This design comes from an exercise in tuning for small area, a short achievable clock period and few clock cycles per item on the open sky130 flow, not from production work.
The RTL was checked by simulation tests, not by an equivalence proof against the original design.

== the baseline ==
// mdu
module mdu (
   input  logic        clk,
   input  logic        rst_n,
   input  logic        start,
   input  logic [3:0]  opMDU,
   input  logic [31:0] SrcA,
   input  logic [31:0] SrcB,
   output logic        busy,
   output logic        stall_req,
   output logic [31:0] HI,
   output logic [31:0] LO
);
   localparam int SD = 4;    
   logic w_isMult, w_isMultu, w_isDiv, w_isDivu, w_isMul, w_isDv, w_isMD;
   assign w_isMult  = (opMDU == 4'd1);
   assign w_isMultu = (opMDU == 4'd2);
   assign w_isDiv   = (opMDU == 4'd3);
   assign w_isDivu  = (opMDU == 4'd4);
   assign w_isMul   = w_isMult | w_isMultu;
   assign w_isDv    = w_isDiv | w_isDivu;
   assign w_isMD    = w_isMul | w_isDv;
   logic r_busy;
   logic w_go;
   assign w_go = start & ~r_busy;
   logic [31:0] r_hi, r_lo;
   logic [32:0] r_m;       
   logic [32:0] r_a;       
   logic [31:0] r_p;       
   logic        r_yp;      
   logic        r_yx;      
   logic [1:0]  r_n;       
   logic [3:0]  r_cnt;     
   logic        r_dv;      
   logic        r_sq, r_sr;  
   logic        r_dci;     
   function automatic logic [1:0] ngrp(input logic [31:0] x, input logic sgn);
      logic e;
      e = sgn & x[31];
      if (x[31:15] == {17{e}}) ngrp = 2'd1;
      else if (x[31] == e)     ngrp = 2'd2;
      else                     ngrp = 2'd3;
   endfunction
   logic [1:0]  w_nA, w_nB, w_nMin;
   logic        w_swap;
   logic [31:0] w_x, w_y;
   assign w_nA   = ngrp(SrcA, w_isMult);
   assign w_nB   = ngrp(SrcB, w_isMult);
   assign w_swap = (w_nA < w_nB);
  ...
==> flow/config.mk <==
export PLATFORM = sky130hd
export DESIGN_NAME = mdu
export DESIGN_NICKNAME = mdu
export VERILOG_FILES = /design/flow/design.v
export SDC_FILE = /design/flow/constraint.sdc
export NUM_CORES = 4
export LEC_CHECK = 0
export ABC_AREA = 1
export CAP_MARGIN = 20
export CORE_MARGIN = 2
export CORE_UTILIZATION = 40
export SLEW_MARGIN = 20
==> flow/constraint.sdc <==
create_clock -name core_clock -period 105.0 [get_ports {clk}]
set_input_delay 21.0000 -clock core_clock [delete_from_list [all_inputs] [get_ports {clk}]]
set_output_delay 21.0000 -clock core_clock [all_outputs]
set_load 0.01 [all_outputs]
standard.sh (not shown) runs the stock make flow with config.mk's settings and CLKGATE_MAP_FILE= SYNTH_SCRIPT=/design/flow/synth_recipe.tcl, a recipe that flattens the netlist after the stock synthesis.
==> flow/flow/run.sh <==
#!/bin/bash
# The standard layout (standard.sh: ORFS synthesis to finish), except that the
# port buffers are sky130_fd_sc_hd__buf_1 instead of the default delay-buffer
# cell: every input and output port still gets its own buffer.
set -euo pipefail
bash standard.sh 'BUFFER_PORTS_ARGS=-buffer_cell sky130_fd_sc_hd__buf_1' finish > standard_flow.log 2>&1
Testbench counts of the baseline, summed over its fixed seeds: cycles 21,684, items 12,000.
Here is what was changed in the inputs of the candidate compared with the baseline.
--- a/flow/design.v
+++ b/flow/design.v
@@ -63,19 +63,19 @@
    mdu_ltu u_lt8  (.a({24'd0, w_absA[31:24]}), .nb(w_bx), .ci(~w_sB), .lt(w_c8));
    logic [32:0] w_dvR;
    logic [31:0] w_dvQ;
    logic [3:0]  w_dvCnt;
    always_comb begin
       if (w_c24) begin
-         w_dvR = {9'd0, w_absA[31:8]};  w_dvQ = {w_absA[7:0], 24'd0};
+         w_dvR = {9'd0, w_absA[31:8]};  w_dvQ = {w_absA[7:0], {24{w_sA ^ w_sB}}};
          w_dvCnt = 4'(8/SD - 1);
       end else if (w_c16) begin
-         w_dvR = {17'd0, w_absA[31:16]}; w_dvQ = {w_absA[15:0], 16'd0};
+         w_dvR = {17'd0, w_absA[31:16]}; w_dvQ = {w_absA[15:0], {16{w_sA ^ w_sB}}};
          w_dvCnt = 4'(16/SD - 1);
       end else if (w_c8) begin
-         w_dvR = {25'd0, w_absA[31:24]}; w_dvQ = {w_absA[23:0], 8'd0};
+         w_dvR = {25'd0, w_absA[31:24]}; w_dvQ = {w_absA[23:0], {8{w_sA ^ w_sB}}};
          w_dvCnt = 4'(24/SD - 1);
       end else begin
          w_dvR = 33'd0; w_dvQ = w_absA;
          w_dvCnt = 4'(32/SD - 1);
       end
    end
@@ -123,21 +123,21 @@
    for (genvar s = 0; s < SD; s++) begin : g_dstep
       logic [32:0] rr, df;
       logic        cy;
       assign rr = {w_sr[s][31:0], w_sq[s][31]};
       mdu_cia #(.W(33), .BS(7)) u_sub (.a(rr), .b(w_dn), .ci(r_dci), .s(df), .co(cy));
       assign w_sr[s+1] = cy ? df : rr;
-      assign w_sq[s+1] = {w_sq[s][30:0], cy};
+      assign w_sq[s+1] = {w_sq[s][30:0], cy ^ r_sq};
    end
    logic [32:0] w_dR;
    logic [31:0] w_dQ;
    assign w_dR = w_sr[SD];
    assign w_dQ = w_sq[SD];
    logic [31:0] w_divHi, w_divLo;
    mdu_cneg u_negR (.x(w_dR[31:0]), .n(r_sr), .y(w_divHi));
-   mdu_cneg u_negQ (.x(w_dQ), .n(r_sq), .y(w_divLo));
+   mdu_inc  u_incQ (.x(w_dQ), .ci(r_sq), .y(w_divLo));
    logic w_acc_md, w_last, w_mul1;
    assign w_mul1   = w_isMul & (w_nMin == 2'd1);
    assign w_acc_md = w_go & w_isMD & ~(w_isDv & (w_dz | w_q0)) & ~w_mul1;
    assign w_last   = r_busy & (r_cnt == 4'd0);
    always_ff @(posedge clk or negedge rst_n) begin
       if (!rst_n) r_busy <= 1'b0;
@@ -257,12 +257,24 @@
          end
          assign bc[k+1] = c[BW] | (bc[k] & p[BW]);
       end
    end
    assign co = bc[NB];
 endmodule
+module mdu_inc (
+   input  logic [31:0] x,
+   input  logic        ci,
+   output logic [31:0] y
+);
+   logic [32:0] c;
+   assign c[0] = ci;
+   for (genvar i = 0; i < 32; i++) begin : g_bit
+      assign y[i]   = x[i] ^ c[i];
+      assign c[i+1] = x[i] & c[i];
+   end
+endmodule
 module mdu_cneg (
    input  logic [31:0] x,
    input  logic        n,
    output logic [31:0] y
 );
    logic [32:0] c;
--- outcome ---
The baseline → the candidate: wire length of the first global-routing pass went up by about 4%; worst setup slack went down by 27 ps. The candidate vs the baseline on global-route usage: the candidate is the higher one. The fraction of final layout cells sized beyond drive strength 1 in the candidate sits 0.52 points above the value recorded for the baseline. There was hardly any difference in die area between the candidate and the baseline. ~same core utilization in the baseline and the candidate. Between the baseline and the candidate, the difference in mapped cell area is negligible. Comparing number of cells on the critical path for the baseline and the candidate, the bigger number came from the candidate. Diode insertion count for antenna repair | the candidate below the baseline.
Testbench counts of the candidate, summed over its fixed seeds: cycles 21,684, items 12,000.

-- re-timing with driven ports --
Ports are ideal in the flow. The routed layouts listed here were re-timed in OpenROAD.
Step 1 (the two cells are an assumption about what drives the block):
set clk [get_ports {clk}]
set_driving_cell -lib_cell sky130_fd_sc_hd__clkbuf_16 $clk
set_driving_cell -lib_cell sky130_fd_sc_hd__buf_2 [delete_from_list [all_inputs] $clk]
Step 2, shift: input delay + t, output delay - t, t = (earliest + latest rising clock arrival at the registers) / 2. This alone moves slack from input paths to output paths.
Three values: ideal ports, drivers, drivers and shift; two values: the first two.
| run | t (ns) | setup WS [ns] | worst data-port slew with drivers (ns) |
|---|---|---|---|
| the baseline | 0.585 | 61.979 / 61.959 / 61.959 | 0.04 |
| the candidate | 0.584 | 61.951 / 61.928 / 61.928 | 0.05 |
After both steps setup and hold are still met in every run listed. The setup slack of the candidate, which loses most, moves by -0.023 ns with the drivers and by -0.023 ns with both steps.
